Source: an optimization exercise on an open RTL-to-GDS flow (aim: small area, a short achievable clock period and few clock cycles per item). Production flows keep margins and buffers that such runs may drop.
Where RTL was checked, it was by simulation tests only, not by an equivalence proof against the original.
Function not checked in run 2: the RTL went through the layout flow alone.

==> flow/design.v (outline; a module is shown in full before it is edited, if it fits) <==
// module hsl2rgb_fa: 10 lines
// module hsl2rgb_ha: 9 lines
// module hsl2rgb_fa1: 9 lines
// module hsl2rgb_mul_c: 85 lines
// module hsl2rgb_add_q: 110 lines
// module hsl2rgb_mul_r: 196 lines
// module hsl2rgb_div_q: 123 lines
// module hsl2rgb_div_r: 138 lines
// module hsl2rgb_low: 49 lines
// module hsl_to_rgb_converter_unit: 134 lines
// module hsl2rgb_frac: 29 lines
// module hsl2rgb_pipe: 19 lines
module hsl_to_rgb_converter_unit
(
  input  logic             clk_i,
  input  logic             rst_ni,
  input  logic             in_valid_i,
  output logic             in_ready_o,
  input  logic [hsl2rgb_pkg::HueW-1:0]  hue_degrees_i,
  input  logic [hsl2rgb_pkg::PctW-1:0]  saturation_pct_i,
  input  logic [hsl2rgb_pkg::PctW-1:0]  lightness_pct_i,
  output logic             out_valid_o,
  input  logic             out_ready_i,
  output logic [hsl2rgb_pkg::ChanW-1:0] red_o,
  output logic [hsl2rgb_pkg::ChanW-1:0] green_o,
  output logic [hsl2rgb_pkg::ChanW-1:0] blue_o
);
  // ...
==> flow/flow/run.sh <==
#!/bin/bash
# Layout flow: the standard flow, with one netlist step between synthesis and floorplan.
# flow/polfix.py removes inverters around the full and half adders of the synthesized
# netlist (full adders are self-dual, so some may work on complemented signals); the
# registers and every other cell stay as synthesis made them. Each tool's output goes to
# a log of its own: synth.log, polfix.log, layout.log.
set -euo pipefail
R=orfs/results/sky130hd/hsl_to_rgb_converter_unit/base
bash standard.sh synth > synth.log 2>&1
cp "$R/1_2_yosys.v" yosys_netlist.v
python3 flow/polfix.py yosys_netlist.v "$R/1_2_yosys.v" > polfix.log 2>&1
bash standard.sh > layout.log 2>&1
==> flow/flow/polfix.py <==
#!/usr/bin/env python3
"""Remove inverters around the full and half adders of a mapped sky130 netlist.

A full adder is self-dual: FA(~a, ~b, ~c) = (~sum, ~carry). Each full adder may therefore
be fed the complements of its inputs and deliver the complements of its outputs. A half
adder may likewise be rebuilt from an xor2/xnor2 and a nand2/nor2/and2/or2 so that it takes
complemented inputs or delivers either output complemented. This script collapses the
netlist's inverter chains into (signal, polarity) pairs, chooses these options to reduce
the area of the inverters and half adders (a greedy descent with seeded random restarts,
so the result is reproducible), and rewrites the netlist with one inverter per signal that
still needs its complement. Every net that leaves the adders keeps its logic function;
registers, ports and all other cells are untouched.

usage: polfix.py IN.v OUT.v
"""
import re
import sys
import collections

INV_AREA = 3.7536
RESTARTS = 800
# half adder implementations: (input parity, SUM parity, COUT parity, area, cells)
HA_OPTS = [
    (0, 0, 0, 12.512, 'ha_1', 'ha_1'),
    (0, 0, 1, 12.512, 'xor2_1', 'nand2_1'),
    (0, 1, 0, 15.014, 'xnor2_1', 'and2_1'),
    (0, 1, 1, 12.512, 'xnor2_1', 'nand2_1'),
    (1, 0, 0, 12.512, 'xor2_1', 'nor2_1'),
    (1, 0, 1, 15.014, 'xor2_1', 'or2_1'),
    (1, 1, 0, 12.512, 'xnor2_1', 'nor2_1'),
    (1, 1, 1, 15.014, 'xnor2_1', 'or2_1'),
]
OUTPINS = {'X', 'Y', 'Q', 'Q_N', 'SUM', 'COUT', 'HI', 'LO'}
CELL_RE = re.compile(r'^(\s*)(sky130_fd_sc_hd__\w+)\s+(\\\S+\s|\S+)\s*\((.*?)\);\n', re.M | re.S)
PIN_RE = re.compile(r'\.(\w+)\(\s*(\\\S+\s|[^()\s]*)\s*\)')


def norm(n):
    return n.strip()


def main(src, dst):
    txt = open(src).read()
    head_end = txt.index('endmodule')
    # ports: names declared input/output
    ports = set()
    for m in re.finditer(r'^\s*(input|output)\s+(\[[^\]]*\]\s*)?(\S+);', txt, re.M):
        ports.add(m.group(3))

    def protected(n):
        base = n.lstrip('\\').split('[')[0].strip()
        return base in ports or n in ports

    cells = []
    for m in CELL_RE.finditer(txt):
        pins = {}
        for pm in PIN_RE.finditer(m.group(4)):
            if pm.group(2).strip():
                pins[pm.group(1)] = norm(pm.group(2))
        cells.append({'typ': m.group(2), 'name': m.group(3), 'pins': pins,
                      'span': (m.start(), m.end()), 'indent': m.group(1)})
    assigns = re.findall(r'^\s*assign\s+(.*?)\s*=\s*(.*?);', txt, re.M)
    if assigns:
        raise SystemExit("netlist has assign statements; left unchanged")
    drv = {}
    for ci, c in enumerate(cells):
        for p, n in c['pins'].items():
            if p in OUTPINS:
                drv[n] = (ci, p)

    def is_inv(ci):
        c = cells[ci]
        return (c['typ'].split('__')[1].startswith('inv') and 'A' in c['pins'] and 'Y' in c['pins']
                and not protected(c['pins']['Y']))

    root = {}

    def find(n):
        if n in root:
            return root[n]
        d = drv.get(n)
        if d and is_inv(d[0]):
            r, par = find(cells[d[0]]['pins']['A'])
            root[n] = (r, par ^ 1)
        else:
            root[n] = (n, 0)
        return root[n]

    # loads per signal: (cell index or -1 for assigns, pin, parity of the connected net)
    loads = collections.defaultdict(list)
    for ci, c in enumerate(cells):
        if is_inv(ci):
            continue
        for p, n in c['pins'].items():
            if p in OUTPINS:
                continue
            r, par = find(n)
            loads[r].append((ci, p, par))

    def free(ci):
        return not any(protected(n) for p, n in cells[ci]['pins'].items() if p in OUTPINS)

    fas = [ci for ci, c in enumerate(cells) if re.search(r'__fa_1$', c['typ']) and free(ci)]
    has = [ci for ci, c in enumerate(cells) if re.search(r'__ha_1$', c['typ']) and free(ci)
           and 'A' in c['pins'] and 'B' in c['pins']]
    flip = {}      # full adder: works on complements
    hopt = {}      # half adder: index into HA_OPTS

    def produced(s):
        d = drv.get(s)
        if not d:
            return 0
        ci, pin = d
        if ci in hopt:
            o = HA_OPTS[hopt[ci]]
            return o[1] if pin == 'SUM' else o[2]
        return flip.get(ci, 0)

    def inpar(ci):
        if ci in hopt:
            return HA_OPTS[hopt[ci]][0]
        return flip.get(ci, 0)

    def cost(s):
        p = produced(s)
        for ci, pin, par in loads[s]:
            if (par ^ inpar(ci)) != p:
                return INV_AREA
        return 0.0

    def local(ci):
        a = sum(cost(x) for x in touch[ci])
        if ci in hopt:
            a += HA_OPTS[hopt[ci]][3]
        return a

    touch = collections.defaultdict(set)
    for s in list(loads.keys()):
        d = drv.get(s)
        if d:
            touch[d[0]].add(s)
        for ci, pin, par in loads[s]:
            if ci >= 0:
                touch[ci].add(s)
    before_inv = sum(1 for ci in range(len(cells)) if is_inv(ci))
    import random
    rng = random.Random(1)

    def total():
        return sum(cost(x) for x in loads) + sum(HA_OPTS[hopt[h]][3] for h in has)

    def greedy():
        for _ in range(30):
            changed = False
            for f in fas:
                b = local(f)
                flip[f] = flip.get(f, 0) ^ 1
                if local(f) < b - 1e-9:
                    changed = True
                else:
                    flip[f] ^= 1
            for h in has:
                best, bo = local(h), hopt[h]
                for o in range(len(HA_OPTS)):
                    hopt[h] = o
                    v = local(h)
                    if v < best - 1e-9:
                        best, bo = v, o
                        changed = True
                hopt[h] = bo
            if not changed:
                break

    for h in has:
        hopt[h] = 0
    greedy()
    best_t, best_state = total(), (dict(flip), dict(hopt))
    for trial in range(RESTARTS):
        # perturb: flip a random tenth of the adders, then descend again
        for f in fas:
            if rng.random() < 0.1:
                flip[f] = flip.get(f, 0) ^ 1
        for h in has:
            if rng.random() < 0.1:
                hopt[h] = rng.randrange(len(HA_OPTS))
        greedy()
        t = total()
        if t < best_t - 1e-9:
            best_t, best_state = t, (dict(flip), dict(hopt))
        else:
            flip.clear(); flip.update(best_state[0]); hopt.clear(); hopt.update(best_state[1])
    flip.clear(); flip.update(best_state[0]); hopt.clear(); hopt.update(best_state[1])
    for _ in range(0):
        changed = False
        for f in fas:
            b = local(f)
            flip[f] = flip.get(f, 0) ^ 1
            if local(f) < b - 1e-9:
                changed = True
            else:
                flip[f] ^= 1
        for h in has:
            best, bo = local(h), hopt[h]
            for o in range(len(HA_OPTS)):
                hopt[h] = o
                v = local(h)
                if v < best - 1e-9:
                    best, bo = v, o
                    changed = True
            hopt[h] = bo
        if not changed:
            break

    # nets per (signal, parity)
    newnet = {}
    newcells = []

    flipnet = {}

    def prod_net(s):
        # outputs of a flipped adder carry the complement: give them new names
        if produced(s) == 0:
            return s
        if s not in flipnet:
            flipnet[s] = f"pol_f{len(flipnet)}"
        return flipnet[s]

    def net_for(s, par):
        if par == produced(s):
            return prod_net(s)
        if s not in newnet:
            k = len(newnet)
            newnet[s] = f"pol_n{k}"
            src_net = prod_net(s)
            newcells.append(f"  sky130_fd_sc_hd__inv_1 pol_i{k} (\n    .A({fmt(src_net)}),\n    .Y(pol_n{k})\n  );\n")
        return newnet[s]

    def fmt(n):
        return n + ' ' if n.startswith('\\') else n

    out = []
    hasplit = []
    pos = 0
    for ci, c in enumerate(cells):
        a, b = c['span']
        out.append(txt[pos:a])
        pos = b
        if is_inv(ci):
            continue
        pins = dict(c['pins'])
        for p, n in c['pins'].items():
            if p in OUTPINS:
                if produced(n):
                    pins[p] = prod_net(n)
                continue
            s, par = find(n)
            req = par ^ inpar(ci)
            pins[p] = net_for(s, req)
        if hopt.get(ci, 0):
            m, ps, pc, _, scell, ccell = HA_OPTS[hopt[ci]]
            k = len(hasplit)
            hasplit.append(ci)
            for cell, opin, key in ((scell, 'X' if scell in ('xor2_1',) else 'Y', 'SUM'),
                                    (ccell, 'X' if ccell in ('and2_1', 'or2_1') else 'Y', 'COUT')):
                if key not in pins:
                    continue
                out.append(f"{c['indent']}sky130_fd_sc_hd__{cell} pol_h{k}{key[0].lower()} (\n"
                           f"    .A({fmt(pins['A'])}),\n    .B({fmt(pins['B'])}),\n    .{opin}({fmt(pins[key])})\n  );\n")
            continue
        body = ",\n".join(f"    .{p}({fmt(n)})" for p, n in pins.items())
        out.append(f"{c['indent']}{c['typ']} {c['name'].strip()}{' ' if c['name'].startswith(chr(92)) else ''}(\n{body}\n  );\n")
    rest = txt[pos:]
    i = rest.index('endmodule')
    decl = "".join(f"  wire pol_n{k};\n" for k in range(len(newnet)))
    decl += "".join(f"  wire pol_f{k};\n" for k in range(len(flipnet)))
    rest = rest[:i] + decl + "".join(newcells) + rest[i:]
    open(dst, 'w').write("".join(out) + rest)
    print(f"full adders {len(fas)}, flipped {sum(flip.values())}; half adders {len(has)}, "
          f"remapped {len(hasplit)}; inverters {before_inv} -> {len(newnet)}")


if __name__ == '__main__':
    main(sys.argv[1], sys.argv[2])
==> flow/standard.sh <==
#!/bin/bash
# synth_recipe.tcl (not shown) runs the flow's synth.tcl, then flattens the netlist and writes it again
# the make line also repeats each setting of config.mk as NAME=value (left out here)
make -C /OpenROAD-flow-scripts/flow DESIGN_CONFIG=/design/flow/config.mk WORK_HOME=/design/flow/orfs CLKGATE_MAP_FILE= SYNTH_SCRIPT=/design/flow/synth_recipe.tcl "${@:-finish}"
==> flow/config.mk <==
export PLATFORM = sky130hd
export DESIGN_NAME = hsl_to_rgb_converter_unit
export DESIGN_NICKNAME = hsl_to_rgb_converter_unit
export VERILOG_FILES = /design/flow/design.v
export SDC_FILE = /design/flow/constraint.sdc
export NUM_CORES = 4
export LEC_CHECK = 0
export ABC_CLOCK_PERIOD_IN_PS = 4500
export CAP_MARGIN = 20
export CORE_MARGIN = 2
export CORE_UTILIZATION = 40
export SETUP_SLACK_MARGIN = 4.4
export SLEW_MARGIN = 20
==> flow/constraint.sdc <==
create_clock -name core_clock -period 9.5 [get_ports {clk_i}]
set_input_delay 1.9000 -clock core_clock [delete_from_list [all_inputs] [get_ports {clk_i}]]
set_output_delay 1.9000 -clock core_clock [all_outputs]
set_load 0.01 [all_outputs]
==> summary.txt, run 1 <==
Of the total standard cell area in the layout, the sequential portion is 23.6%. At the later pin of the worst-skew pair, clock insertion delay measures 440 ps. The top cell types in the final layout, fill and taps aside, are sky130_fd_sc_hd__fa_1, sky130_fd_sc_hd__edfxtp_1, sky130_fd_sc_hd__ha_1, sky130_fd_sc_hd__nand2_1, sky130_fd_sc_hd__inv_1. In this run the clock root is driven by a sky130_fd_sc_hd__clkbuf_16.

In this run, CTS created clock tree buffers numbering 17. The largest registers in the layout are u_cut_c.g_reg.q: 47 flops, u_cut_b.g_reg.q: 43 flops, u_cut_a.g_reg.q: 28 flops. The total wire length came out at 33200 um.

The largest net degree at the start of global routing is 48. The TritonCTS sink count is 149. The post-cts resize count came out at 6. The number of slew-limit violations in the final report is 0. The register-to-register path setup slack came out at 4540 ps. The area inside the core boundary is 41000 um^2. The maximum achievable frequency came out at 0.201 GHz. The well-tap cell count is 532. The highest signal layer in the routed design is met4.

The count of plain and timing-repair buffers is 102. The flow ran to the end and the layout has no timing, DRC or antenna violations. The worst slew slack as a fraction of its limit is 35.2%. The fraction of met1 tracks used by global routing is 20.7%.

The cell total after placement came out at 2060. The met2 wire length came out at 15900 um. The count of clock-net buffers in the final layout is 17. The number of gates on the worst path with buffers counted came out at 14. The worst reg-to-reg path cell count came out at 14. The startpoint of the worst register-to-register path is u_cut_b.g_reg.q[34]. The TritonCTS clock tree is yes. In this run the number of H-tree levels came out at 4. For the final database, setup skew stands at 10.3 ps. The area enclosed by the die boundary is 43400 um^2. The starting density of the core is 40.7%.

The violation count after the first detailed-routing iteration came out at 467. The global-route usage over all layers is 15.8%. u_cut_c.g_reg.q holds more flip-flops than any other register. The arrival time at the worst endpoint came out at 5140 ps. Post-CTS timing repair inserted 19 buffers for setup. The cell count after synthesis is 1503. Grouping stages by cell kind, the critical path spends the most delay in adder cells. The x dimension of the die is 208 um.

The layout cell share with drive strength beyond 1 came out at 7.78%.
Testbench counts, summed over its fixed seeds: cycles 12,032, items 12,000.
==> module hsl2rgb_mul_c, before the edit <==
module hsl2rgb_mul_c (
  input  logic [5:0] m_i,
  input  logic [6:0] s_i,
  output logic [12:0] sum_o
);
  logic p0, p1, p2, p3, p4, p5, p6, p7, p8, p9, p10, p11;
  logic p12, p13, p14, p15, p16, p17, p18, p19, p20, p21, p22, p23;
  logic p24, p25, p26, p27, p28, p29, p30, p31, p32, p33, p34, p35;
  logic p36, p37, p38, p39, p40, p41, s1, y1, s2, y2, s3, y3;
  logic s4, y4, s5, y5, s6, y6, s7, y7, s8, y8, s9, y9;
  logic s10, y10, s11, y11, s12, y12, s13, y13, s14, y14, s15, y15;
  logic s16, y16, s17, y17, s18, y18, s19, y19, s20, y20, s21, y21;
  logic s22, y22, s23, y23, s24, y24;
  assign p0 = m_i[0] & s_i[0];
  assign p1 = m_i[0] & s_i[1];
  assign p2 = m_i[0] & s_i[2];
  assign p3 = m_i[0] & s_i[3];
  assign p4 = m_i[0] & s_i[4];
  assign p5 = m_i[0] & s_i[5];
  assign p6 = m_i[0] & s_i[6];
  assign p7 = m_i[1] & s_i[0];
  assign p8 = m_i[1] & s_i[1];
  assign p9 = m_i[1] & s_i[2];
  assign p10 = m_i[1] & s_i[3];
  assign p11 = m_i[1] & s_i[4];
  assign p12 = m_i[1] & s_i[5];
  assign p13 = m_i[1] & s_i[6];
  assign p14 = m_i[2] & s_i[0];
  assign p15 = m_i[2] & s_i[1];
  assign p16 = m_i[2] & s_i[2];
  assign p17 = m_i[2] & s_i[3];
  assign p18 = m_i[2] & s_i[4];
  assign p19 = m_i[2] & s_i[5];
  assign p20 = m_i[2] & s_i[6];
  assign p21 = m_i[3] & s_i[0];
  assign p22 = m_i[3] & s_i[1];
  assign p23 = m_i[3] & s_i[2];
  assign p24 = m_i[3] & s_i[3];
  assign p25 = m_i[3] & s_i[4];
  assign p26 = m_i[3] & s_i[5];
  assign p27 = m_i[3] & s_i[6];
  assign p28 = m_i[4] & s_i[0];
  assign p29 = m_i[4] & s_i[1];
  assign p30 = m_i[4] & s_i[2];
  assign p31 = m_i[4] & s_i[3];
  assign p32 = m_i[4] & s_i[4];
  assign p33 = m_i[4] & s_i[5];
  assign p34 = m_i[4] & s_i[6];
  assign p35 = m_i[5] & s_i[0];
  assign p36 = m_i[5] & s_i[1];
  assign p37 = m_i[5] & s_i[2];
  assign p38 = m_i[5] & s_i[3];
  assign p39 = m_i[5] & s_i[4];
  assign p40 = m_i[5] & s_i[5];
  assign p41 = m_i[5] & s_i[6];
  hsl2rgb_ha u_s1 (.a_i(p4), .b_i(p10), .s_o(s1), .y_o(y1));
  hsl2rgb_fa u_s2 (.a_i(p5), .b_i(p11), .c_i(p17), .s_o(s2), .y_o(y2));
  hsl2rgb_ha u_s3 (.a_i(p23), .b_i(p29), .s_o(s3), .y_o(y3));
  hsl2rgb_fa u_s4 (.a_i(p6), .b_i(p12), .c_i(p18), .s_o(s4), .y_o(y4));
  hsl2rgb_fa u_s5 (.a_i(p24), .b_i(p30), .c_i(p36), .s_o(s5), .y_o(y5));
  hsl2rgb_fa u_s6 (.a_i(p13), .b_i(p19), .c_i(p25), .s_o(s6), .y_o(y6));
  hsl2rgb_ha u_s7 (.a_i(p31), .b_i(p37), .s_o(s7), .y_o(y7));
  hsl2rgb_fa u_s8 (.a_i(p20), .b_i(p26), .c_i(p32), .s_o(s8), .y_o(y8));
  hsl2rgb_ha u_s9 (.a_i(p3), .b_i(p9), .s_o(s9), .y_o(y9));
  hsl2rgb_fa u_s10 (.a_i(s1), .b_i(p16), .c_i(p22), .s_o(s10), .y_o(y10));
  hsl2rgb_fa u_s11 (.a_i(y1), .b_i(s2), .c_i(s3), .s_o(s11), .y_o(y11));
  hsl2rgb_fa u_s12 (.a_i(y2), .b_i(y3), .c_i(s4), .s_o(s12), .y_o(y12));
  hsl2rgb_fa u_s13 (.a_i(y4), .b_i(y5), .c_i(s6), .s_o(s13), .y_o(y13));
  hsl2rgb_fa u_s14 (.a_i(y6), .b_i(y7), .c_i(s8), .s_o(s14), .y_o(y14));
  hsl2rgb_fa u_s15 (.a_i(y8), .b_i(p27), .c_i(p33), .s_o(s15), .y_o(y15));
  hsl2rgb_ha u_s16 (.a_i(p2), .b_i(p8), .s_o(s16), .y_o(y16));
  hsl2rgb_fa u_s17 (.a_i(s9), .b_i(p15), .c_i(p21), .s_o(s17), .y_o(y17));
  hsl2rgb_fa u_s18 (.a_i(y9), .b_i(s10), .c_i(p28), .s_o(s18), .y_o(y18));
  hsl2rgb_fa u_s19 (.a_i(y10), .b_i(s11), .c_i(p35), .s_o(s19), .y_o(y19));
  hsl2rgb_fa u_s20 (.a_i(y11), .b_i(s12), .c_i(s5), .s_o(s20), .y_o(y20));
  hsl2rgb_fa u_s21 (.a_i(y12), .b_i(s13), .c_i(s7), .s_o(s21), .y_o(y21));
  hsl2rgb_fa u_s22 (.a_i(y13), .b_i(s14), .c_i(p38), .s_o(s22), .y_o(y22));
  hsl2rgb_fa u_s23 (.a_i(y14), .b_i(s15), .c_i(p39), .s_o(s23), .y_o(y23));
  hsl2rgb_fa u_s24 (.a_i(y15), .b_i(p34), .c_i(p40), .s_o(s24), .y_o(y24));
  logic [12:0] r0, r1, sum;
  assign r0 = {1'b0, y24, y23, y22, y21, y20, y19, y18, y17, y16, s16, p1, p0};
  assign r1 = {1'b0, p41, s24, s23, s22, s21, s20, s19, s18, s17, p14, p7, 1'b0};
  assign sum = r0 + r1;
  assign sum_o = sum[12:0];
endmodule
==> module hsl2rgb_add_q, before the edit <==
module hsl2rgb_add_q (
  input  logic [5:0] m_i,
  input  logic [6:0] s_i,
  input  logic [6:0] l_i,
  output logic [13:0] sum_o
);
  logic p0, p1, p2, p3, p4, p5, p6, p7, p8, p9, p10, p11;
  logic p12, p13, p14, p15, p16, p17, p18, p19, p20, p21, p22, p23;
  logic p24, p25, p26, p27, p28, p29, p30, p31, p32, p33, p34, p35;
  logic p36, p37, p38, p39, p40, p41, s1, y1, s2, y2, s3, y3;
  logic s4, y4, s5, y5, s6, y6, s7, y7, s8, y8, s9, y9;
  logic s10, y10, s11, y11, s12, y12, s13, y13, s14, y14, s15, y15;
  logic s16, y16, s17, y17, s18, y18, s19, y19, s20, y20, s21, y21;
  logic s22, y22, s23, y23, s24, y24, s25, y25, s26, y26, s27, y27;
  logic s28, y28, s29, y29, s30, y30, s31, y31, s32, y32, s33, y33;
  logic s34, y34, s35, y35, s36, y36, s37, y37, s38, y38, s39, y39;
  logic s40, y40, s41, y41, s42, y42, s43, y43, s44, y44, s45, y45;
  assign p0 = m_i[0] & s_i[0];
  assign p1 = m_i[0] & s_i[1];
  assign p2 = m_i[0] & s_i[2];
  assign p3 = m_i[0] & s_i[3];
  assign p4 = m_i[0] & s_i[4];
  assign p5 = m_i[0] & s_i[5];
  assign p6 = m_i[0] & s_i[6];
  assign p7 = m_i[1] & s_i[0];
  assign p8 = m_i[1] & s_i[1];
  assign p9 = m_i[1] & s_i[2];
  assign p10 = m_i[1] & s_i[3];
  assign p11 = m_i[1] & s_i[4];
  assign p12 = m_i[1] & s_i[5];
  assign p13 = m_i[1] & s_i[6];
  assign p14 = m_i[2] & s_i[0];
  assign p15 = m_i[2] & s_i[1];
  assign p16 = m_i[2] & s_i[2];
  assign p17 = m_i[2] & s_i[3];
  assign p18 = m_i[2] & s_i[4];
  assign p19 = m_i[2] & s_i[5];
  assign p20 = m_i[2] & s_i[6];
  assign p21 = m_i[3] & s_i[0];
  assign p22 = m_i[3] & s_i[1];
  assign p23 = m_i[3] & s_i[2];
  assign p24 = m_i[3] & s_i[3];
  assign p25 = m_i[3] & s_i[4];
  assign p26 = m_i[3] & s_i[5];
  assign p27 = m_i[3] & s_i[6];
  assign p28 = m_i[4] & s_i[0];
  assign p29 = m_i[4] & s_i[1];
  assign p30 = m_i[4] & s_i[2];
  assign p31 = m_i[4] & s_i[3];
  assign p32 = m_i[4] & s_i[4];
  assign p33 = m_i[4] & s_i[5];
  assign p34 = m_i[4] & s_i[6];
  assign p35 = m_i[5] & s_i[0];
  assign p36 = m_i[5] & s_i[1];
  assign p37 = m_i[5] & s_i[2];
  assign p38 = m_i[5] & s_i[3];
  assign p39 = m_i[5] & s_i[4];
  assign p40 = m_i[5] & s_i[5];
  assign p41 = m_i[5] & s_i[6];
  hsl2rgb_fa u_s1 (.a_i(p5), .b_i(p11), .c_i(p17), .s_o(s1), .y_o(y1));
  hsl2rgb_fa u_s2 (.a_i(p6), .b_i(p12), .c_i(p18), .s_o(s2), .y_o(y2));
  hsl2rgb_fa u_s3 (.a_i(p24), .b_i(p30), .c_i(p36), .s_o(s3), .y_o(y3));
  hsl2rgb_fa u_s4 (.a_i(p13), .b_i(p19), .c_i(p25), .s_o(s4), .y_o(y4));
  hsl2rgb_fa u_s5 (.a_i(p31), .b_i(p37), .c_i(l_i[1]), .s_o(s5), .y_o(y5));
  hsl2rgb_fa u_s6 (.a_i(p20), .b_i(p26), .c_i(p32), .s_o(s6), .y_o(y6));
  hsl2rgb_ha u_s7 (.a_i(p38), .b_i(l_i[2]), .s_o(s7), .y_o(y7));
  hsl2rgb_ha u_s8 (.a_i(p27), .b_i(p33), .s_o(s8), .y_o(y8));
  hsl2rgb_ha u_s9 (.a_i(p3), .b_i(p9), .s_o(s9), .y_o(y9));
  hsl2rgb_fa u_s10 (.a_i(p4), .b_i(p10), .c_i(p16), .s_o(s10), .y_o(y10));
  hsl2rgb_ha u_s11 (.a_i(p22), .b_i(p28), .s_o(s11), .y_o(y11));
  hsl2rgb_fa u_s12 (.a_i(s1), .b_i(p23), .c_i(p29), .s_o(s12), .y_o(y12));
  hsl2rgb_fa u_s13 (.a_i(p35), .b_i(l_i[0]), .c_i(l_i[3]), .s_o(s13), .y_o(y13));
  hsl2rgb_fa u_s14 (.a_i(y1), .b_i(s2), .c_i(s3), .s_o(s14), .y_o(y14));
  hsl2rgb_fa u_s15 (.a_i(l_i[0]), .b_i(l_i[1]), .c_i(l_i[4]), .s_o(s15), .y_o(y15));
  hsl2rgb_fa u_s16 (.a_i(y2), .b_i(y3), .c_i(s4), .s_o(s16), .y_o(y16));
  hsl2rgb_fa u_s17 (.a_i(s5), .b_i(l_i[2]), .c_i(l_i[5]), .s_o(s17), .y_o(y17));
  hsl2rgb_fa u_s18 (.a_i(y4), .b_i(y5), .c_i(s6), .s_o(s18), .y_o(y18));
  hsl2rgb_fa u_s19 (.a_i(s7), .b_i(l_i[3]), .c_i(l_i[6]), .s_o(s19), .y_o(y19));
  hsl2rgb_fa u_s20 (.a_i(y6), .b_i(y7), .c_i(s8), .s_o(s20), .y_o(y20));
  hsl2rgb_fa u_s21 (.a_i(p39), .b_i(l_i[3]), .c_i(l_i[4]), .s_o(s21), .y_o(y21));
  hsl2rgb_fa u_s22 (.a_i(y8), .b_i(p34), .c_i(p40), .s_o(s22), .y_o(y22));
  hsl2rgb_ha u_s23 (.a_i(l_i[4]), .b_i(l_i[5]), .s_o(s23), .y_o(y23));
  hsl2rgb_ha u_s24 (.a_i(p41), .b_i(l_i[5]), .s_o(s24), .y_o(y24));
  hsl2rgb_ha u_s25 (.a_i(p2), .b_i(p8), .s_o(s25), .y_o(y25));
  hsl2rgb_fa u_s26 (.a_i(s9), .b_i(p15), .c_i(p21), .s_o(s26), .y_o(y26));
  hsl2rgb_fa u_s27 (.a_i(y9), .b_i(s10), .c_i(s11), .s_o(s27), .y_o(y27));
  hsl2rgb_fa u_s28 (.a_i(y10), .b_i(y11), .c_i(s12), .s_o(s28), .y_o(y28));
  hsl2rgb_fa u_s29 (.a_i(y12), .b_i(y13), .c_i(s14), .s_o(s29), .y_o(y29));
  hsl2rgb_fa u_s30 (.a_i(y14), .b_i(y15), .c_i(s16), .s_o(s30), .y_o(y30));
  hsl2rgb_fa u_s31 (.a_i(y16), .b_i(y17), .c_i(s18), .s_o(s31), .y_o(y31));
  hsl2rgb_fa u_s32 (.a_i(y18), .b_i(y19), .c_i(s20), .s_o(s32), .y_o(y32));
  hsl2rgb_fa u_s33 (.a_i(y20), .b_i(y21), .c_i(s22), .s_o(s33), .y_o(y33));
  hsl2rgb_fa u_s34 (.a_i(y22), .b_i(y23), .c_i(s24), .s_o(s34), .y_o(y34));
  hsl2rgb_ha u_s35 (.a_i(s25), .b_i(p14), .s_o(s35), .y_o(y35));
  hsl2rgb_fa u_s36 (.a_i(y25), .b_i(s26), .c_i(l_i[1]), .s_o(s36), .y_o(y36));
  hsl2rgb_fa u_s37 (.a_i(y26), .b_i(s27), .c_i(l_i[2]), .s_o(s37), .y_o(y37));
  hsl2rgb_fa u_s38 (.a_i(y27), .b_i(s28), .c_i(s13), .s_o(s38), .y_o(y38));
  hsl2rgb_fa u_s39 (.a_i(y28), .b_i(s29), .c_i(s15), .s_o(s39), .y_o(y39));
  hsl2rgb_fa u_s40 (.a_i(y29), .b_i(s30), .c_i(s17), .s_o(s40), .y_o(y40));
  hsl2rgb_fa u_s41 (.a_i(y30), .b_i(s31), .c_i(s19), .s_o(s41), .y_o(y41));
  hsl2rgb_fa u_s42 (.a_i(y31), .b_i(s32), .c_i(s21), .s_o(s42), .y_o(y42));
  hsl2rgb_fa u_s43 (.a_i(y32), .b_i(s33), .c_i(s23), .s_o(s43), .y_o(y43));
  hsl2rgb_fa u_s44 (.a_i(y33), .b_i(s34), .c_i(l_i[6]), .s_o(s44), .y_o(y44));
  hsl2rgb_fa u_s45 (.a_i(y34), .b_i(y24), .c_i(l_i[6]), .s_o(s45), .y_o(y45));
  logic [13:0] r0, r1, sum;
  assign r0 = {y45, y44, y43, y42, y41, y40, y39, y38, y37, y36, y35, s35, p1, p0};
  assign r1 = {1'b0, s45, s44, s43, s42, s41, s40, s39, s38, s37, s36, l_i[0], p7, 1'b0};
  assign sum = r0 + r1;
  assign sum_o = sum[13:0];
endmodule
==> module hsl2rgb_mul_r, before the edit <==
module hsl2rgb_mul_r (
  input  logic [12:0] cx_i,
  input  logic [4:0] a_i,
  input  logic [0:0] neg_i,
  input  logic [6:0] l_i,
  output logic [18:0] sum_o
);
  logic p0, p1, p2, p3, p4, p5, p6, p7, p8, p9, p10, p11;
  logic p12, p13, p14, p15, p16, p17, p18, p19, p20, p21, p22, p23;
  logic p24, p25, p26, p27, p28, p29, p30, p31, p32, p33, p34, p35;
  logic p36, p37, p38, p39, p40, p41, p42, p43, p44, p45, p46, p47;
  logic p48, p49, p50, p51, p52, p53, p54, p55, p56, p57, p58, p59;
  logic p60, p61, p62, p63, p64, p65, p66, p67, p68, p69, p70, p71;
  logic p72, p73, p74, p82, p83, p84, p85, p86, p87, p88, s1, y1;
  logic s2, y2, s3, y3, s4, y4, s5, y5, s6, y6, s7, y7;
  logic s8, y8, s9, y9, s10, y10, s11, y11, s12, y12, s13, y13;
  logic s14, y14, s15, y15, s16, y16, s17, y17, s18, y18, s19, y19;
  logic s20, y20, s21, y21, s22, y22, s23, y23, s24, y24, s25, y25;
  logic s26, y26, s27, y27, s28, y28, s29, y29, s30, y30, s31, y31;
  logic s32, y32, s33, y33, s34, y34, s35, y35, s36, y36, s37, y37;
  logic s38, y38, s39, y39, s40, y40, s41, y41, s42, y42, s43, y43;
  logic s44, y44, s45, y45, s46, y46, s47, y47, s48, y48, s49, y49;
  logic s50, y50, s51, y51, s52, y52, s53, y53, s54, y54, s55, y55;
  logic s56, y56, s57, y57, s58, y58, s59, y59, s60, y60, s61, y61;
  logic s62, y62, s63, y63, s64, y64, s65, y65, s66, y66, s67, y67;
  logic s68, y68, s69, y69, s70, y70, s71, y71, s72, y72, s73, y73;
  logic s74, y74, s75, y75, s76, y76, s77, y77, s78, y78, s79, y79;
  logic s80, y80;
  assign p0 = a_i[0] & cx_i[0];
  assign p1 = a_i[0] & cx_i[1];
  assign p2 = a_i[0] & cx_i[2];
  assign p3 = a_i[0] & cx_i[3];
  assign p4 = a_i[0] & cx_i[4];
  assign p5 = a_i[0] & cx_i[5];
  assign p6 = a_i[0] & cx_i[6];
  assign p7 = a_i[0] & cx_i[7];
  assign p8 = a_i[0] & cx_i[8];
  assign p9 = a_i[0] & cx_i[9];
  assign p10 = a_i[0] & cx_i[10];
  assign p11 = a_i[0] & cx_i[11];
  assign p12 = a_i[0] & cx_i[12];
  assign p13 = ~(a_i[0] & neg_i[0]);
  assign p14 = a_i[0] & neg_i[0];
  assign p15 = a_i[1] & cx_i[0];
  assign p16 = a_i[1] & cx_i[1];
  assign p17 = a_i[1] & cx_i[2];
  assign p18 = a_i[1] & cx_i[3];
  assign p19 = a_i[1] & cx_i[4];
  assign p20 = a_i[1] & cx_i[5];
  assign p21 = a_i[1] & cx_i[6];
  assign p22 = a_i[1] & cx_i[7];
  assign p23 = a_i[1] & cx_i[8];
  assign p24 = a_i[1] & cx_i[9];
  assign p25 = a_i[1] & cx_i[10];
  assign p26 = a_i[1] & cx_i[11];
  assign p27 = a_i[1] & cx_i[12];
  assign p28 = ~(a_i[1] & neg_i[0]);
  assign p29 = a_i[1] & neg_i[0];
  assign p30 = a_i[2] & cx_i[0];
  assign p31 = a_i[2] & cx_i[1];
  assign p32 = a_i[2] & cx_i[2];
  assign p33 = a_i[2] & cx_i[3];
  assign p34 = a_i[2] & cx_i[4];
  assign p35 = a_i[2] & cx_i[5];
  assign p36 = a_i[2] & cx_i[6];
  assign p37 = a_i[2] & cx_i[7];
  assign p38 = a_i[2] & cx_i[8];
  assign p39 = a_i[2] & cx_i[9];
  assign p40 = a_i[2] & cx_i[10];
  assign p41 = a_i[2] & cx_i[11];
  assign p42 = a_i[2] & cx_i[12];
  assign p43 = ~(a_i[2] & neg_i[0]);
  assign p44 = a_i[2] & neg_i[0];
  assign p45 = a_i[3] & cx_i[0];
  assign p46 = a_i[3] & cx_i[1];
  assign p47 = a_i[3] & cx_i[2];
  assign p48 = a_i[3] & cx_i[3];
  assign p49 = a_i[3] & cx_i[4];
  assign p50 = a_i[3] & cx_i[5];
  assign p51 = a_i[3] & cx_i[6];
  assign p52 = a_i[3] & cx_i[7];
  assign p53 = a_i[3] & cx_i[8];
  assign p54 = a_i[3] & cx_i[9];
  assign p55 = a_i[3] & cx_i[10];
  assign p56 = a_i[3] & cx_i[11];
  assign p57 = a_i[3] & cx_i[12];
  assign p58 = ~(a_i[3] & neg_i[0]);
  assign p59 = a_i[3] & neg_i[0];
  assign p60 = a_i[4] & cx_i[0];
  assign p61 = a_i[4] & cx_i[1];
  assign p62 = a_i[4] & cx_i[2];
  assign p63 = a_i[4] & cx_i[3];
  assign p64 = a_i[4] & cx_i[4];
  assign p65 = a_i[4] & cx_i[5];
  assign p66 = a_i[4] & cx_i[6];
  assign p67 = a_i[4] & cx_i[7];
  assign p68 = a_i[4] & cx_i[8];
  assign p69 = a_i[4] & cx_i[9];
  assign p70 = a_i[4] & cx_i[10];
  assign p71 = a_i[4] & cx_i[11];
  assign p72 = a_i[4] & cx_i[12];
  assign p73 = ~(a_i[4] & neg_i[0]);
  assign p74 = a_i[4] & neg_i[0];
  assign p82 = ~l_i[0];
  assign p83 = ~l_i[1];
  assign p84 = ~l_i[2];
  assign p85 = ~l_i[3];
  assign p86 = ~l_i[4];
  assign p87 = ~l_i[5];
  assign p88 = ~l_i[6];
  hsl2rgb_ha u_s1 (.a_i(p3), .b_i(p17), .s_o(s1), .y_o(y1));
  hsl2rgb_fa u_s2 (.a_i(p4), .b_i(p18), .c_i(p32), .s_o(s2), .y_o(y2));
  hsl2rgb_ha u_s3 (.a_i(p5), .b_i(p19), .s_o(s3), .y_o(y3));
  hsl2rgb_fa u_s4 (.a_i(p6), .b_i(p20), .c_i(p34), .s_o(s4), .y_o(y4));
  hsl2rgb_ha u_s5 (.a_i(p48), .b_i(p62), .s_o(s5), .y_o(y5));
  hsl2rgb_fa u_s6 (.a_i(p7), .b_i(p21), .c_i(p35), .s_o(s6), .y_o(y6));
  hsl2rgb_ha u_s7 (.a_i(p49), .b_i(p63), .s_o(s7), .y_o(y7));
  hsl2rgb_fa u_s8 (.a_i(p8), .b_i(p22), .c_i(p36), .s_o(s8), .y_o(y8));
  hsl2rgb_ha u_s9 (.a_i(p50), .b_i(p64), .s_o(s9), .y_o(y9));
  hsl2rgb_fa u_s10 (.a_i(p9), .b_i(p23), .c_i(p37), .s_o(s10), .y_o(y10));
  hsl2rgb_ha u_s11 (.a_i(p51), .b_i(p65), .s_o(s11), .y_o(y11));
  hsl2rgb_fa u_s12 (.a_i(p10), .b_i(p24), .c_i(p38), .s_o(s12), .y_o(y12));
  hsl2rgb_ha u_s13 (.a_i(p52), .b_i(p66), .s_o(s13), .y_o(y13));
  hsl2rgb_fa u_s14 (.a_i(p11), .b_i(p25), .c_i(p39), .s_o(s14), .y_o(y14));
  hsl2rgb_ha u_s15 (.a_i(p53), .b_i(p67), .s_o(s15), .y_o(y15));
  hsl2rgb_fa u_s16 (.a_i(p12), .b_i(p26), .c_i(p40), .s_o(s16), .y_o(y16));
  hsl2rgb_fa u_s17 (.a_i(p54), .b_i(p68), .c_i(l_i[0]), .s_o(s17), .y_o(y17));
  hsl2rgb_fa u_s18 (.a_i(p13), .b_i(p27), .c_i(p41), .s_o(s18), .y_o(y18));
  hsl2rgb_ha u_s19 (.a_i(p55), .b_i(p69), .s_o(s19), .y_o(y19));
  hsl2rgb_fa u_s20 (.a_i(p28), .b_i(p42), .c_i(p56), .s_o(s20), .y_o(y20));
  hsl2rgb_fa u_s21 (.a_i(s1), .b_i(p31), .c_i(p45), .s_o(s21), .y_o(y21));
  hsl2rgb_fa u_s22 (.a_i(y1), .b_i(s2), .c_i(p46), .s_o(s22), .y_o(y22));
  hsl2rgb_ha u_s23 (.a_i(p60), .b_i(p74), .s_o(s23), .y_o(y23));
  hsl2rgb_fa u_s24 (.a_i(y2), .b_i(s3), .c_i(p33), .s_o(s24), .y_o(y24));
  hsl2rgb_fa u_s25 (.a_i(p47), .b_i(p61), .c_i(p84), .s_o(s25), .y_o(y25));
  hsl2rgb_fa u_s26 (.a_i(y3), .b_i(s4), .c_i(s5), .s_o(s26), .y_o(y26));
  hsl2rgb_fa1 u_s27 (.a_i(p82), .b_i(p85), .s_o(s27), .y_o(y27));
  hsl2rgb_fa u_s28 (.a_i(y4), .b_i(y5), .c_i(s6), .s_o(s28), .y_o(y28));
  hsl2rgb_fa u_s29 (.a_i(s7), .b_i(p83), .c_i(p86), .s_o(s29), .y_o(y29));
  hsl2rgb_fa u_s30 (.a_i(y6), .b_i(y7), .c_i(s8), .s_o(s30), .y_o(y30));
  hsl2rgb_fa u_s31 (.a_i(s9), .b_i(p84), .c_i(p87), .s_o(s31), .y_o(y31));
  hsl2rgb_fa u_s32 (.a_i(y8), .b_i(y9), .c_i(s10), .s_o(s32), .y_o(y32));
  hsl2rgb_fa u_s33 (.a_i(s11), .b_i(p85), .c_i(p88), .s_o(s33), .y_o(y33));
  hsl2rgb_fa u_s34 (.a_i(y10), .b_i(y11), .c_i(s12), .s_o(s34), .y_o(y34));
  hsl2rgb_fa u_s35 (.a_i(s13), .b_i(p82), .c_i(p86), .s_o(s35), .y_o(y35));
  hsl2rgb_fa u_s36 (.a_i(y12), .b_i(y13), .c_i(s14), .s_o(s36), .y_o(y36));
  hsl2rgb_fa u_s37 (.a_i(s15), .b_i(p83), .c_i(p87), .s_o(s37), .y_o(y37));
  hsl2rgb_fa u_s38 (.a_i(y14), .b_i(y15), .c_i(s16), .s_o(s38), .y_o(y38));
  hsl2rgb_fa u_s39 (.a_i(s17), .b_i(p84), .c_i(p88), .s_o(s39), .y_o(y39));
  hsl2rgb_fa u_s40 (.a_i(y16), .b_i(y17), .c_i(s18), .s_o(s40), .y_o(y40));
  hsl2rgb_fa u_s41 (.a_i(s19), .b_i(l_i[1]), .c_i(p85), .s_o(s41), .y_o(y41));
  hsl2rgb_fa u_s42 (.a_i(y18), .b_i(y19), .c_i(s20), .s_o(s42), .y_o(y42));
  hsl2rgb_fa u_s43 (.a_i(p70), .b_i(l_i[2]), .c_i(p86), .s_o(s43), .y_o(y43));
  hsl2rgb_fa u_s44 (.a_i(y20), .b_i(p43), .c_i(p57), .s_o(s44), .y_o(y44));
  hsl2rgb_fa u_s45 (.a_i(p71), .b_i(l_i[3]), .c_i(p87), .s_o(s45), .y_o(y45));
  hsl2rgb_fa u_s46 (.a_i(p58), .b_i(p72), .c_i(l_i[4]), .s_o(s46), .y_o(y46));
  hsl2rgb_ha u_s47 (.a_i(p2), .b_i(p16), .s_o(s47), .y_o(y47));
  hsl2rgb_fa u_s48 (.a_i(s21), .b_i(p59), .c_i(p82), .s_o(s48), .y_o(y48));
  hsl2rgb_fa u_s49 (.a_i(y21), .b_i(s22), .c_i(s23), .s_o(s49), .y_o(y49));
  hsl2rgb_fa u_s50 (.a_i(y22), .b_i(y23), .c_i(s24), .s_o(s50), .y_o(y50));
  hsl2rgb_fa u_s51 (.a_i(y24), .b_i(y25), .c_i(s26), .s_o(s51), .y_o(y51));
  hsl2rgb_fa u_s52 (.a_i(y26), .b_i(y27), .c_i(s28), .s_o(s52), .y_o(y52));
  hsl2rgb_fa u_s53 (.a_i(y28), .b_i(y29), .c_i(s30), .s_o(s53), .y_o(y53));
  hsl2rgb_fa u_s54 (.a_i(y30), .b_i(y31), .c_i(s32), .s_o(s54), .y_o(y54));
  hsl2rgb_fa u_s55 (.a_i(y32), .b_i(y33), .c_i(s34), .s_o(s55), .y_o(y55));
  hsl2rgb_fa u_s56 (.a_i(y34), .b_i(y35), .c_i(s36), .s_o(s56), .y_o(y56));
  hsl2rgb_fa u_s57 (.a_i(y36), .b_i(y37), .c_i(s38), .s_o(s57), .y_o(y57));
  hsl2rgb_fa u_s58 (.a_i(y38), .b_i(y39), .c_i(s40), .s_o(s58), .y_o(y58));
  hsl2rgb_fa u_s59 (.a_i(y40), .b_i(y41), .c_i(s42), .s_o(s59), .y_o(y59));
  hsl2rgb_fa u_s60 (.a_i(y42), .b_i(y43), .c_i(s44), .s_o(s60), .y_o(y60));
  hsl2rgb_fa u_s61 (.a_i(y44), .b_i(y45), .c_i(s46), .s_o(s61), .y_o(y61));
  hsl2rgb_fa u_s62 (.a_i(y46), .b_i(p73), .c_i(l_i[5]), .s_o(s62), .y_o(y62));
  hsl2rgb_ha u_s63 (.a_i(p1), .b_i(p15), .s_o(s63), .y_o(y63));
  hsl2rgb_fa u_s64 (.a_i(s47), .b_i(p30), .c_i(p44), .s_o(s64), .y_o(y64));
  hsl2rgb_fa1 u_s65 (.a_i(y47), .b_i(s48), .s_o(s65), .y_o(y65));
  hsl2rgb_fa u_s66 (.a_i(y48), .b_i(s49), .c_i(p83), .s_o(s66), .y_o(y66));
  hsl2rgb_fa u_s67 (.a_i(y49), .b_i(s50), .c_i(s25), .s_o(s67), .y_o(y67));
  hsl2rgb_fa u_s68 (.a_i(y50), .b_i(s51), .c_i(s27), .s_o(s68), .y_o(y68));
  hsl2rgb_fa u_s69 (.a_i(y51), .b_i(s52), .c_i(s29), .s_o(s69), .y_o(y69));
  hsl2rgb_fa u_s70 (.a_i(y52), .b_i(s53), .c_i(s31), .s_o(s70), .y_o(y70));
  hsl2rgb_fa u_s71 (.a_i(y53), .b_i(s54), .c_i(s33), .s_o(s71), .y_o(y71));
  hsl2rgb_fa u_s72 (.a_i(y54), .b_i(s55), .c_i(s35), .s_o(s72), .y_o(y72));
  hsl2rgb_fa u_s73 (.a_i(y55), .b_i(s56), .c_i(s37), .s_o(s73), .y_o(y73));
  hsl2rgb_fa u_s74 (.a_i(y56), .b_i(s57), .c_i(s39), .s_o(s74), .y_o(y74));
  hsl2rgb_fa u_s75 (.a_i(y57), .b_i(s58), .c_i(s41), .s_o(s75), .y_o(y75));
  hsl2rgb_fa u_s76 (.a_i(y58), .b_i(s59), .c_i(s43), .s_o(s76), .y_o(y76));
  hsl2rgb_fa u_s77 (.a_i(y59), .b_i(s60), .c_i(s45), .s_o(s77), .y_o(y77));
  hsl2rgb_fa u_s78 (.a_i(y60), .b_i(s61), .c_i(p88), .s_o(s78), .y_o(y78));
  hsl2rgb_fa1 u_s79 (.a_i(y61), .b_i(s62), .s_o(s79), .y_o(y79));
  hsl2rgb_ha u_s80 (.a_i(y62), .b_i(l_i[6]), .s_o(s80), .y_o(y80));
  logic [18:0] r0, r1, sum;
  assign r0 = {y79, y78, y77, y76, y75, y74, y73, y72, y71, y70, y69, y68, y67, y66, y65, y64, y63, s63, p0};
  assign r1 = {s80, s79, s78, s77, s76, s75, s74, s73, s72, s71, s70, s69, s68, s67, s66, s65, s64, p29, p14};
  assign sum = r0 + r1;
  assign sum_o = sum[18:0];
endmodule
==> module hsl2rgb_div_q, before the edit <==
module hsl2rgb_div_q (
  input  logic [13:0] q_i,
  output logic [17:0] sum_o
);
  logic p14, p15, p16, p17, p18, p19, p20, p21, p22, p23, p24, p25;
  logic p26, p27, s1, y1, s2, y2, s3, y3, s4, y4, s5, y5;
  logic s6, y6, s7, y7, s8, y8, s9, y9, s10, y10, s11, y11;
  logic s12, y12, s13, y13, s14, y14, s15, y15, s16, y16, s17, y17;
  logic s18, y18, s19, y19, s20, y20, s21, y21, s22, y22, s23, y23;
  logic s24, y24, s25, y25, s26, y26, s27, y27, s28, y28, s29, y29;
  logic s30, y30, s31, y31, s32, y32, s33, y33, i33, s35, y35, i35;
  logic s37, y37, s38, y38, s39, y39, s40, y40, s41, y41, s42, y42;
  logic s43, y43, s44, y44, s45, y45, s46, y46, s47, y47, s48, y48;
  logic s49, y49, s50, y50, s51, y51, s52, y52, s53, y53, s54, y54;
  logic s55, y55, s56, y56, s57, y57, s58, y58, s59, y59, s60, y60;
  logic s61, y61, s62, y62, s63, y63, s64, y64, s65, y65, s66, y66;
  logic s67, y67, s68, y68, s69, y69, s70, y70, s71, y71, s72, y72;
  logic s73, y73, s74, y74, s75, y75, s76, y76, s77, y77, s78, y78;
  logic s79, y79, s80, y80, s81, y81, s82, y82, s83, y83, i83;
  assign p14 = ~q_i[0];
  assign p15 = ~q_i[1];
  assign p16 = ~q_i[2];
  assign p17 = ~q_i[3];
  assign p18 = ~q_i[4];
  assign p19 = ~q_i[5];
  assign p20 = ~q_i[6];
  assign p21 = ~q_i[7];
  assign p22 = ~q_i[8];
  assign p23 = ~q_i[9];
  assign p24 = ~q_i[10];
  assign p25 = ~q_i[11];
  assign p26 = ~q_i[12];
  assign p27 = ~q_i[13];
  hsl2rgb_ha u_s1 (.a_i(q_i[1]), .b_i(p18), .s_o(s1), .y_o(y1));
  hsl2rgb_ha u_s2 (.a_i(q_i[2]), .b_i(p19), .s_o(s2), .y_o(y2));
  hsl2rgb_ha u_s3 (.a_i(q_i[3]), .b_i(p20), .s_o(s3), .y_o(y3));
  hsl2rgb_fa u_s4 (.a_i(q_i[0]), .b_i(q_i[4]), .c_i(p21), .s_o(s4), .y_o(y4));
  hsl2rgb_ha u_s5 (.a_i(q_i[0]), .b_i(p16), .s_o(s5), .y_o(y5));
  hsl2rgb_ha u_s6 (.a_i(q_i[1]), .b_i(p17), .s_o(s6), .y_o(y6));
  hsl2rgb_ha u_s7 (.a_i(q_i[2]), .b_i(p18), .s_o(s7), .y_o(y7));
  hsl2rgb_ha u_s8 (.a_i(p16), .b_i(q_i[4]), .s_o(s8), .y_o(y8));
  hsl2rgb_fa u_s9 (.a_i(q_i[0]), .b_i(p17), .c_i(q_i[5]), .s_o(s9), .y_o(y9));
  hsl2rgb_ha u_s10 (.a_i(p21), .b_i(p23), .s_o(s10), .y_o(y10));
  hsl2rgb_fa u_s11 (.a_i(s1), .b_i(q_i[6]), .c_i(p22), .s_o(s11), .y_o(y11));
  hsl2rgb_fa1 u_s12 (.a_i(p24), .b_i(p27), .s_o(s12), .y_o(y12));
  hsl2rgb_fa u_s13 (.a_i(y1), .b_i(s2), .c_i(q_i[7]), .s_o(s13), .y_o(y13));
  hsl2rgb_fa1 u_s14 (.a_i(p23), .b_i(p25), .s_o(s14), .y_o(y14));
  hsl2rgb_fa u_s15 (.a_i(y2), .b_i(s3), .c_i(q_i[8]), .s_o(s15), .y_o(y15));
  hsl2rgb_fa1 u_s16 (.a_i(p24), .b_i(p26), .s_o(s16), .y_o(y16));
  hsl2rgb_fa u_s17 (.a_i(y3), .b_i(s4), .c_i(q_i[9]), .s_o(s17), .y_o(y17));
  hsl2rgb_fa1 u_s18 (.a_i(p25), .b_i(p27), .s_o(s18), .y_o(y18));
  hsl2rgb_fa u_s19 (.a_i(y4), .b_i(q_i[1]), .c_i(q_i[5]), .s_o(s19), .y_o(y19));
  hsl2rgb_fa u_s20 (.a_i(p22), .b_i(q_i[10]), .c_i(p26), .s_o(s20), .y_o(y20));
  hsl2rgb_fa u_s21 (.a_i(p14), .b_i(q_i[2]), .c_i(q_i[6]), .s_o(s21), .y_o(y21));
  hsl2rgb_fa u_s22 (.a_i(p23), .b_i(q_i[11]), .c_i(p27), .s_o(s22), .y_o(y22));
  hsl2rgb_fa u_s23 (.a_i(p15), .b_i(q_i[3]), .c_i(q_i[7]), .s_o(s23), .y_o(y23));
  hsl2rgb_fa1 u_s24 (.a_i(p24), .b_i(q_i[12]), .s_o(s24), .y_o(y24));
  hsl2rgb_fa u_s25 (.a_i(s5), .b_i(q_i[4]), .c_i(q_i[8]), .s_o(s25), .y_o(y25));
  hsl2rgb_fa1 u_s26 (.a_i(p25), .b_i(q_i[13]), .s_o(s26), .y_o(y26));
  hsl2rgb_fa u_s27 (.a_i(y5), .b_i(s6), .c_i(q_i[5]), .s_o(s27), .y_o(y27));
  hsl2rgb_fa1 u_s28 (.a_i(q_i[9]), .b_i(p26), .s_o(s28), .y_o(y28));
  hsl2rgb_fa u_s29 (.a_i(y6), .b_i(s7), .c_i(q_i[6]), .s_o(s29), .y_o(y29));
  hsl2rgb_fa1 u_s30 (.a_i(q_i[10]), .b_i(p27), .s_o(s30), .y_o(y30));
  hsl2rgb_fa u_s31 (.a_i(y7), .b_i(q_i[3]), .c_i(p19), .s_o(s31), .y_o(y31));
  hsl2rgb_ha u_s32 (.a_i(q_i[7]), .b_i(q_i[11]), .s_o(s32), .y_o(y32));
  hsl2rgb_fa u_s33 (.a_i(q_i[4]), .b_i(p20), .c_i(q_i[8]), .s_o(s33), .y_o(y33));
  assign i33 = ~q_i[12];
  hsl2rgb_fa u_s35 (.a_i(q_i[5]), .b_i(p21), .c_i(q_i[9]), .s_o(s35), .y_o(y35));
  assign i35 = ~q_i[13];
  hsl2rgb_fa u_s37 (.a_i(q_i[6]), .b_i(p22), .c_i(q_i[10]), .s_o(s37), .y_o(y37));
  hsl2rgb_ha u_s38 (.a_i(q_i[7]), .b_i(p23), .s_o(s38), .y_o(y38));
  hsl2rgb_ha u_s39 (.a_i(q_i[8]), .b_i(p24), .s_o(s39), .y_o(y39));
  hsl2rgb_ha u_s40 (.a_i(q_i[9]), .b_i(p25), .s_o(s40), .y_o(y40));
  hsl2rgb_ha u_s41 (.a_i(s8), .b_i(p20), .s_o(s41), .y_o(y41));
  hsl2rgb_fa u_s42 (.a_i(y8), .b_i(s9), .c_i(s10), .s_o(s42), .y_o(y42));
  hsl2rgb_fa u_s43 (.a_i(y9), .b_i(y10), .c_i(s11), .s_o(s43), .y_o(y43));
  hsl2rgb_fa u_s44 (.a_i(y11), .b_i(y12), .c_i(s13), .s_o(s44), .y_o(y44));
  hsl2rgb_fa u_s45 (.a_i(y13), .b_i(y14), .c_i(s15), .s_o(s45), .y_o(y45));
  hsl2rgb_fa u_s46 (.a_i(y15), .b_i(y16), .c_i(s17), .s_o(s46), .y_o(y46));
  hsl2rgb_fa u_s47 (.a_i(y17), .b_i(y18), .c_i(s19), .s_o(s47), .y_o(y47));
  hsl2rgb_fa u_s48 (.a_i(y19), .b_i(y20), .c_i(s21), .s_o(s48), .y_o(y48));
  hsl2rgb_fa u_s49 (.a_i(y21), .b_i(y22), .c_i(s23), .s_o(s49), .y_o(y49));
  hsl2rgb_fa u_s50 (.a_i(y23), .b_i(y24), .c_i(s25), .s_o(s50), .y_o(y50));
  hsl2rgb_fa u_s51 (.a_i(y25), .b_i(y26), .c_i(s27), .s_o(s51), .y_o(y51));
  hsl2rgb_fa u_s52 (.a_i(y27), .b_i(y28), .c_i(s29), .s_o(s52), .y_o(y52));
  hsl2rgb_fa u_s53 (.a_i(y29), .b_i(y30), .c_i(s31), .s_o(s53), .y_o(y53));
  hsl2rgb_fa u_s54 (.a_i(y31), .b_i(y32), .c_i(s33), .s_o(s54), .y_o(y54));
  hsl2rgb_fa u_s55 (.a_i(y33), .b_i(q_i[12]), .c_i(s35), .s_o(s55), .y_o(y55));
  hsl2rgb_fa u_s56 (.a_i(y35), .b_i(q_i[13]), .c_i(s37), .s_o(s56), .y_o(y56));
  hsl2rgb_fa u_s57 (.a_i(y37), .b_i(s38), .c_i(q_i[11]), .s_o(s57), .y_o(y57));
  hsl2rgb_fa u_s58 (.a_i(y38), .b_i(s39), .c_i(q_i[12]), .s_o(s58), .y_o(y58));
  hsl2rgb_fa u_s59 (.a_i(y39), .b_i(s40), .c_i(q_i[13]), .s_o(s59), .y_o(y59));
  hsl2rgb_fa u_s60 (.a_i(y40), .b_i(q_i[10]), .c_i(p26), .s_o(s60), .y_o(y60));
  hsl2rgb_ha u_s61 (.a_i(q_i[11]), .b_i(p27), .s_o(s61), .y_o(y61));
  hsl2rgb_ha u_s62 (.a_i(s41), .b_i(p22), .s_o(s62), .y_o(y62));
  hsl2rgb_fa u_s63 (.a_i(y41), .b_i(s42), .c_i(p26), .s_o(s63), .y_o(y63));
  hsl2rgb_fa u_s64 (.a_i(y42), .b_i(s43), .c_i(s12), .s_o(s64), .y_o(y64));
  hsl2rgb_fa u_s65 (.a_i(y43), .b_i(s44), .c_i(s14), .s_o(s65), .y_o(y65));
  hsl2rgb_fa u_s66 (.a_i(y44), .b_i(s45), .c_i(s16), .s_o(s66), .y_o(y66));
  hsl2rgb_fa u_s67 (.a_i(y45), .b_i(s46), .c_i(s18), .s_o(s67), .y_o(y67));
  hsl2rgb_fa u_s68 (.a_i(y46), .b_i(s47), .c_i(s20), .s_o(s68), .y_o(y68));
  hsl2rgb_fa u_s69 (.a_i(y47), .b_i(s48), .c_i(s22), .s_o(s69), .y_o(y69));
  hsl2rgb_fa u_s70 (.a_i(y48), .b_i(s49), .c_i(s24), .s_o(s70), .y_o(y70));
  hsl2rgb_fa u_s71 (.a_i(y49), .b_i(s50), .c_i(s26), .s_o(s71), .y_o(y71));
  hsl2rgb_fa u_s72 (.a_i(y50), .b_i(s51), .c_i(s28), .s_o(s72), .y_o(y72));
  hsl2rgb_fa u_s73 (.a_i(y51), .b_i(s52), .c_i(s30), .s_o(s73), .y_o(y73));
  hsl2rgb_fa u_s74 (.a_i(y52), .b_i(s53), .c_i(s32), .s_o(s74), .y_o(y74));
  hsl2rgb_fa u_s75 (.a_i(y53), .b_i(s54), .c_i(i33), .s_o(s75), .y_o(y75));
  hsl2rgb_fa u_s76 (.a_i(y54), .b_i(s55), .c_i(i35), .s_o(s76), .y_o(y76));
  hsl2rgb_fa1 u_s77 (.a_i(y55), .b_i(s56), .s_o(s77), .y_o(y77));
  hsl2rgb_fa1 u_s78 (.a_i(y56), .b_i(s57), .s_o(s78), .y_o(y78));
  hsl2rgb_fa1 u_s79 (.a_i(y57), .b_i(s58), .s_o(s79), .y_o(y79));
  hsl2rgb_fa1 u_s80 (.a_i(y58), .b_i(s59), .s_o(s80), .y_o(y80));
  hsl2rgb_fa1 u_s81 (.a_i(y59), .b_i(s60), .s_o(s81), .y_o(y81));
  hsl2rgb_fa1 u_s82 (.a_i(y60), .b_i(s61), .s_o(s82), .y_o(y82));
  hsl2rgb_ha u_s83 (.a_i(y61), .b_i(q_i[12]), .s_o(s83), .y_o(y83));
  assign i83 = ~q_i[13];
  logic [22:0] r0, r1, sum;
  assign r0 = {y83, y82, y81, y80, y79, y78, y77, y76, y75, y74, y73, y72, y71, y70, y69, y68, y67, y66, y65, y64, y63, y62, s62};
  assign r1 = {i83, s83, s82, s81, s80, s79, s78, s77, s76, s75, s74, s73, s72, s71, s70, s69, s68, s67, s66, s65, s64, s63, p25};
  assign sum = r0 + r1;
  assign sum_o = sum[21:4];
endmodule
==> run 2, diff against run 1 <==
--- a/flow/design.v
+++ b/flow/design.v
@@ -34,4 +34,29 @@
   assign y_o = a_i | b_i;
 endmodule
+module hsl2rgb_ks #(
+  parameter int W = 8
+) (
+  input  logic [W-1:0] a_i,
+  input  logic [W-1:0] b_i,
+  output logic [W-1:0] s_o
+);
+  localparam int L = $clog2(W);
+  logic [W-1:0] g [0:L];
+  logic [W-1:0] p [0:L];
+  assign g[0] = a_i & b_i;
+  assign p[0] = a_i ^ b_i;
+  for (genvar k = 0; k < L; k++) begin : g_lvl
+    for (genvar i = 0; i < W; i++) begin : g_bit
+      if (i >= (1 << k)) begin : g_node
+        assign g[k+1][i] = g[k][i] | (p[k][i] & g[k][i - (1 << k)]);
+        assign p[k+1][i] = p[k][i] & p[k][i - (1 << k)];
+      end else begin : g_pass
+        assign g[k+1][i] = g[k][i];
+        assign p[k+1][i] = p[k][i];
+      end
+    end
+  end
+  assign s_o = p[0] ^ {g[L][W-2:0], 1'b0};
+endmodule
 module hsl2rgb_mul_c (
   input  logic [5:0] m_i,
@@ -116,5 +141,5 @@
   assign r0 = {1'b0, y24, y23, y22, y21, y20, y19, y18, y17, y16, s16, p1, p0};
   assign r1 = {1'b0, p41, s24, s23, s22, s21, s20, s19, s18, s17, p14, p7, 1'b0};
-  assign sum = r0 + r1;
+  hsl2rgb_ks #(.W(13)) u_add (.a_i(r0), .b_i(r1), .s_o(sum));
   assign sum_o = sum[12:0];
 endmodule
@@ -226,5 +251,5 @@
   assign r0 = {y45, y44, y43, y42, y41, y40, y39, y38, y37, y36, y35, s35, p1, p0};
   assign r1 = {1'b0, s45, s44, s43, s42, s41, s40, s39, s38, s37, s36, l_i[0], p7, 1'b0};
-  assign sum = r0 + r1;
+  hsl2rgb_ks #(.W(14)) u_add (.a_i(r0), .b_i(r1), .s_o(sum));
   assign sum_o = sum[13:0];
 endmodule
@@ -422,5 +447,5 @@
   assign r0 = {y79, y78, y77, y76, y75, y74, y73, y72, y71, y70, y69, y68, y67, y66, y65, y64, y63, s63, p0};
   assign r1 = {s80, s79, s78, s77, s76, s75, s74, s73, s72, s71, s70, s69, s68, s67, s66, s65, s64, p29, p14};
-  assign sum = r0 + r1;
+  hsl2rgb_ks #(.W(19)) u_add (.a_i(r0), .b_i(r1), .s_o(sum));
   assign sum_o = sum[18:0];
 endmodule
@@ -545,5 +570,5 @@
   assign r0 = {y83, y82, y81, y80, y79, y78, y77, y76, y75, y74, y73, y72, y71, y70, y69, y68, y67, y66, y65, y64, y63, y62, s62};
   assign r1 = {i83, s83, s82, s81, s80, s79, s78, s77, s76, s75, s74, s73, s72, s71, s70, s69, s68, s67, s66, s65, s64, s63, p25};
-  assign sum = r0 + r1;
+  hsl2rgb_ks #(.W(23)) u_add (.a_i(r0), .b_i(r1), .s_o(sum));
   assign sum_o = sum[21:4];
 endmodule
@@ -683,5 +708,5 @@
   assign r0 = {r_i[18], r_i[17], y90, y89, y88, y87, y86, y85, y84, y83, y82, y81, y80, y79, y78, y77, y76, y75, y74, y73, y72, y71, y70, y69, y68, y67, s67};
   assign r1 = {1'b1, i91, i90, s90, s89, s88, s87, s86, s85, s84, s83, s82, s81, s80, s79, s78, s77, s76, s75, s74, s73, s72, s71, s70, s69, s68, 1'b1};
-  assign sum = r0 + r1;
+  hsl2rgb_ks #(.W(27)) u_add (.a_i(r0), .b_i(r1), .s_o(sum));
   assign sum_o = sum[24:17];
 endmodule
@@ -732,5 +757,5 @@
   assign r0 = {y13, y12, y11, y10, y9, y8, y7, y6, s6, thr_i[9], thr_i[8], thr_i[7], thr_i[6], thr_i[5], thr_i[4], thr_i[3], thr_i[2], thr_i[1], thr_i[0]};
   assign r1 = {i13, s13, s12, s11, s10, s9, s8, s7, p31, p30, p29, p28, p27, p26, p25, p24, p23, p22, p21};
-  assign sum = r0 + r1;
+  hsl2rgb_ks #(.W(19)) u_add (.a_i(r0), .b_i(r1), .s_o(sum));
   assign sum_o = sum[17:10];
 endmodule
--- a/flow/config.mk
+++ b/flow/config.mk
@@ -10,4 +10,5 @@
 export CORE_MARGIN = 2
 export CORE_UTILIZATION = 40
-export SETUP_SLACK_MARGIN = 4.4
+export CTS_BUF_LIST = sky130_fd_sc_hd__clkbuf_4 sky130_fd_sc_hd__clkbuf_8
+export SETUP_SLACK_MARGIN = 4.5
 export SLEW_MARGIN = 20
==> run 2 against run 1 <==
  * Routed wire length increased by 3.0%
  * Register-to-register slack better by 120 ps
  * Synthesized cell count rose by 1.2%
  * Core utilization is 0.29 points lower
  * Clock-buffer cell count unchanged
  * Critical path depth decreased by 10
  * Global-route usage is 0.43 points higher
  * Cell area shrank 0.63%
  * Maximum frequency rose by 1.4%
  * Via count increased by 1.7%
  * Setup slack gained 71 ps
  * Largest cell class unchanged
==> summary.txt, run 2 <==
The number of max-capacitance violations reported is 0 (unchanged). The number of global-route vias before repair is 11300 (about the same). The cell total after placement is 2079 (was 2060). The worst slew slack as a fraction of its limit is 36.2% (was 35.2%). The number of filler instances in the final layout is 3825 (was 3755). The violation count after the first detailed-routing iteration came out at 518 (was 467). The final routed wire length divided by cell count came out at 15.8 um (was 15.5 um). Commonest cells after routing, fill and taps aside: sky130_fd_sc_hd__fa_1, sky130_fd_sc_hd__edfxtp_1, sky130_fd_sc_hd__nor2_1, sky130_fd_sc_hd__ha_1, sky130_fd_sc_hd__nand2_1 (was sky130_fd_sc_hd__fa_1, sky130_fd_sc_hd__edfxtp_1, sky130_fd_sc_hd__ha_1, sky130_fd_sc_hd__nand2_1, sky130_fd_sc_hd__inv_1). Top flop regs: u_cut_c.g_reg.q: 47 flops, u_cut_b.g_reg.q: 43 flops, u_cut_a.g_reg.q: 28 flops (unchanged). The clock skew is 18.4 ps (was 10.3 ps). The number of non-filler instances in the completed layout is 2161 (was 2139). The total wire length is 34200 um (was 33200 um). The layout cell share with drive strength beyond 1 is 8.84% (was 7.78%).

The post-synth net total is 1902 (was 1894). The clock insertion delay at the later pin of the skew report came out at 490 ps (was 440 ps). The global-route usage over all layers came out at 16.2% (was 15.8%).

The TritonCTS sink count came out at 149 (unchanged). The starting density of the core came to 40.8% (was 40.7%). Result of the run: complete, no violations (unchanged). The largest net degree at the start of global routing is 48 (unchanged). The number of buffers created by CTS came out at 17 (unchanged). The area enclosed by the die boundary came out at 43500 um^2 (was 43400 um^2). The cell count after synthesis came to 1521 (was 1503). The root cell of the clock tree is sky130_fd_sc_hd__clkbuf_8 (was sky130_fd_sc_hd__clkbuf_16). The antenna diode count came out at 0 (unchanged). The arrival time at the worst endpoint is 2990 ps (was 5140 ps). The TritonCTS clock tree is yes (unchanged). The x dimension of the die came out at 209 um (was 208 um). The number of H-tree levels is 4 (unchanged).

The largest register by flop count is u_cut_c.g_reg.q (unchanged). The maximum achievable frequency came out at 0.204 GHz (was 0.201 GHz). The area inside the core boundary came out at 41000 um^2 (unchanged). The number of slew-limit violations in the final report is 0 (unchanged).
run 2: metal layers:
metal  global-route usage [%]  wire (um)
met5                        0          0
met4                     3.62        414
met3                     2.14        984
met2                     28.2      16900
met1                     21.6      15900
run 2: what timing repair did:
action,in CTS,in global routing
gates cloned,0,1
hold buffers,0,0
buffers inserted,8,41
endpoints found under the setup margin,12,30
pin swaps,0,7
gates resized for setup,11,29
hold endpoints to repair,0,0
run 2: path summary, 6_finish.rpt:
kind / start / end / slack [ps] / cells past startpoint
hold reg to reg: u_cut_a.g_reg.q[1] / u_cut_b.g_reg.q[1] / 410 / 0
hold / removal: u_cut_a.g_reg.q[1] / u_cut_b.g_reg.q[1] / 410 / 0
setup reg to reg: u_cut_b.g_reg.q[4] / u_cut_c.g_reg.q[46] / 4660 / 13
max in group asynchronous: rst_ni / g_valid[2].g_reg.v_q / 7730 / 1
min in group asynchronous: rst_ni / g_valid[0].g_reg.v_q / 1610 / 1
setup / recovery: out_ready_i / in_ready_o / 4610 / 4
run 2: stage by stage:
stage	cell area, um^2	hold slack (ps)	util, %
3_3_place_gp	17800	401	43.4
3_5_place_dp	17800	405	43.4
4_1_cts	18300	407	44.7
6_report	18700	411	45.7
5_1_grt	18700	425	45.7
2_1_floorplan	16700	400	-
run 2: cell type report:
class                   instances  share of cell area [%]
multi-input cells            1229                    63.3
well taps                     532                    3.55
repair inverters                1                  0.0267
inverters                     115                    2.34
repair buffers                103                    4.86
clock buffers                  17                    1.25
flip-flops and latches        149                    23.8
clock inverters                15                   0.902
run 2: worst max-delay path, cell delays in order:
cell,delay (ps)
sky130_fd_sc_hd__clkdlybuf4s50_1,440
sky130_fd_sc_hd__nor2b_4,170
sky130_fd_sc_hd__nand4_1,160
sky130_fd_sc_hd__dlygate4sd2_1,320

-- port drivers added, routing unchanged --
How much do the figures lean on ideal ports? The routed layouts below were timed once more, with nothing changed but the port constraints. Step 1 sets driving cells, clkbuf_16 on the clock port and buf_2 on the other inputs (assumed; they add their load-dependent delay and slew). Step 2 also shifts input and output timing later by t, the mid clock arrival at the registers, as if the neighbouring blocks saw the same clock. Slacks: ideal ports / drivers / drivers and shift; pairs: ideal ports / drivers.
| run | shift t [ns] | slack for setup (ns) |
|---|---|---|
| run 1 | 0.484 | 4.537 / 4.537 / 4.298 |
| run 2 | 0.524 | 4.608 / 4.587 / 4.296 |
After both steps setup and hold are still met in every run listed.
